Context: an optimization exercise on an open-source flow, tuned for small area and a short achievable clock period. The choices shown serve that exercise and are no tape-out recipe. Only simulation tests tie the RTL to the original design; equivalence was not proved. Power figures rest on the tool's default switching activity, not on a simulated workload.

Setup of alpha:
## exe_stage
module exe_stage (
    input  logic        clk,
    input  logic        rst,
    input  logic        in_valid,
    input  logic        hold,
    input  logic        flush,
    input  logic [63:0] pc,
    input  logic [31:0] inst,
    input  logic [63:0] rs1_data,
    input  logic [63:0] rs2_data,
    input  logic [63:0] imm,
    input  logic [63:0] csr_val,
    input  logic [22:0] ctrl,
    output logic        out_valid,
    output logic        out_redirect,
    output logic        out_we_reg,
    output logic [4:0]  out_rd,
    output logic [63:0] out_pc,
    output logic [63:0] out_result,
    output logic [63:0] out_csr_result,
    output logic [63:0] out_npc
);
    exe_pkg::exe_ctrl_t ctrl_s;
    exe_pkg::data_t     alu_res;
    exe_pkg::data_t     csr_res;
    logic               br_taken;
    assign ctrl_s = exe_pkg::exe_ctrl_t'(ctrl);
    int_exec int_exec_i (
        .pc       (pc),
        .rs1_data (rs1_data),
        .rs2_data (rs2_data),
        .imm      (imm),
        .alu_op   (ctrl[22:19]),
        .asel     (ctrl[15:14]),
        .bsel     (ctrl[13:12]),
        .cmp_op   (ctrl[18:16]),
        .alu_res  (alu_res),
        .br_taken (br_taken)
    );
    csr_exec csr_exec_i (
        .inst     (inst),
        .rs1_data (rs1_data),
        .csr_val  (csr_val),
        .csr_op   (ctrl[11:10]),
        .csr_asel (ctrl[9]),
        .csr_bsel (ctrl[8:7]),
        .csr_res  (csr_res)
    );
    exe_commit exe_commit_i (
        .clk            (clk),
        .rst            (rst),
        .in_valid       (in_valid),
        .hold           (hold),
        .flush          (flush),
        .pc             (pc),
        .inst           (inst),
        .npc_sel        (ctrl_s.npc_sel),
        .rd             (ctrl_s.rd),
        .we_reg         (ctrl_s.we_reg),
        .alu_res        (alu_res),
        .csr_res        (csr_res),
  ...
==> flow/config.mk <==
export PLATFORM = sky130hd
export DESIGN_NAME = exe_stage
export DESIGN_NICKNAME = exe_stage
export VERILOG_FILES = /design/flow/design.v
export SDC_FILE = /design/flow/constraint.sdc
export NUM_CORES = 4
export LEC_CHECK = 0
export ABC_AREA = 1
export CAP_MARGIN = 20
export CORE_MARGIN = 2
export CORE_UTILIZATION = 40
export SETUP_SLACK_MARGIN = 4
export SLEW_MARGIN = 20
export TNS_END_PERCENT = 5
==> flow/constraint.sdc <==
create_clock -name core_clock -period 7.0 [get_ports {clk}]
set_input_delay 1.4000 -clock core_clock [delete_from_list [all_inputs] [get_ports {clk}]]
set_output_delay 1.4000 -clock core_clock [all_outputs]
set_load 0.01 [all_outputs]
standard.sh (not shown) runs the stock make flow with config.mk's settings and CLKGATE_MAP_FILE= SYNTH_SCRIPT=/design/flow/synth_recipe.tcl, a recipe that flattens the netlist after the stock synthesis.
==> flow/flow/run.sh <==
#!/bin/bash
# Standard ORFS layout (the standard.sh), with the port buffers made of
# sky130_fd_sc_hd__buf_1 instead of the default delay buffer.
set -euo pipefail
cd "$(dirname "$0")/.."
bash standard.sh "BUFFER_PORTS_ARGS=-buffer_cell sky130_fd_sc_hd__buf_1" finish > make_finish.log 2>&1
The following lists how beta was set up differently from alpha:
# alpha
export LEC_CHECK = 0
export ABC_AREA = 1
export CAP_MARGIN = 20
export CORE_MARGIN = 2
export CORE_UTILIZATION = 40
export SETUP_SLACK_MARGIN = 4
export SLEW_MARGIN = 20
export TNS_END_PERCENT = 5
create_clock -name core_clock -period 7.0 [get_ports {clk}]
# beta
export LEC_CHECK = 0
export ABC_AREA = 1
export CAP_MARGIN = 20
export CORE_MARGIN = 2
export CORE_UTILIZATION = 45
export SETUP_SLACK_MARGIN = 3
export SLEW_MARGIN = 20
export TNS_END_PERCENT = 0
create_clock -name core_clock -period 7.0 [get_ports {clk}]
Findings:
beta: power density over the cells is about 1.2% lower than what alpha reported.
Delta(share of the cycle needed by the critical path after routing, beta - alpha) < 0
Launch point of the worst path: ctrl[13] -> beta, ctrl[19] -> alpha
Overall die height of beta falls short of that of alpha by a few percent.
alpha was smaller in final cell area than beta.
Comparing alpha against beta, there is no change at all in total DRC errors in the routed layout.
Delta (beta minus alpha): clock share of power fell 1.2 points, power spent charging and discharging nets went down by 60 uW.
Cmp alpha and beta / utilization / lower: alpha
When beta is measured against alpha, its area used by multi-input combinational logic turns out 1.2% higher.
What gamma does differently from beta at the input level:
# beta
export LEC_CHECK = 0
export ABC_AREA = 1
export CAP_MARGIN = 20
export CORE_MARGIN = 2
export CORE_UTILIZATION = 45
export SETUP_SLACK_MARGIN = 3
export SLEW_MARGIN = 20
export TNS_END_PERCENT = 0
create_clock -name core_clock -period 7.0 [get_ports {clk}]
# gamma
export LEC_CHECK = 0
export ABC_AREA = 1
export CAP_MARGIN = 20
export CORE_MARGIN = 2
export CORE_UTILIZATION = 35
export SETUP_SLACK_MARGIN = 4.5
export SLEW_MARGIN = 20
export TNS_END_PERCENT = 0
create_clock -name core_clock -period 7.0 [get_ports {clk}]
[summary]
Min area used by multi-input combinational logic across gamma and beta: gamma
From beta to gamma the numbers moved as follows: non-clock buffer total of the final layout has increased; global-route usage has decreased; routed wire length has increased.
ctrl[13] as the first element of the critical path was reported by beta, and pc[36] by gamma.
Setup slack: gamma less than beta
--- input diff gamma..delta ---
# gamma
export LEC_CHECK = 0
export ABC_AREA = 1
export CAP_MARGIN = 20
export CORE_MARGIN = 2
export CORE_UTILIZATION = 35
export SETUP_SLACK_MARGIN = 4.5
export SLEW_MARGIN = 20
export TNS_END_PERCENT = 0
create_clock -name core_clock -period 7.0 [get_ports {clk}]
# delta
export LEC_CHECK = 0
export ABC_AREA = 1
export CAP_MARGIN = 10
export CORE_MARGIN = 2
export CORE_UTILIZATION = 40
export SETUP_SLACK_MARGIN = 4
export SLEW_MARGIN = 10
export TNS_END_PERCENT = 0
create_clock -name core_clock -period 7.0 [get_ports {clk}]
==> run summary <==
delta finished end to end and its layout was clean on timing, DRC and antenna. Delta (delta minus gamma): setup slack rose 0.14 ns, inserted tap cell count now smaller, critical path depth has increased.

[what the ideal ports hide]
Ports are ideal in the flow. The routed layouts listed here were re-timed in OpenROAD. Step 1, drivers: a clkbuf_16 drives clk and a buf_2 each remaining input, both assumed. Step 2 adds t to the input delays and takes it off the output delays; t is the mean of the earliest and latest rising clock arrival at the registers after step 1. Input paths then give back, and output paths get back, about the clock's delay inside the block. Slacks: ideal / step 1 / step 2; pairs: ideal / step 1.
| run | t, ns | setup slack, ns | clock arrival spread, ns |
|---|---|---|---|
| alpha | 0.628 | 2.833 / 2.861 / 2.233 | 0.032 / 0.032 |
| beta | 0.649 | 2.848 / 2.855 / 2.206 | 0.027 / 0.028 |
| gamma | 0.671 | 2.761 / 2.804 / 2.133 | 0.029 / 0.029 |
| delta | 0.627 | 2.900 / 2.919 / 2.291 | 0.035 / 0.035 |
After both steps every run listed still meets setup and hold. For beta, which loses most, drivers alone change the setup slack by +0.007 ns; drivers and shift together by -0.642 ns.
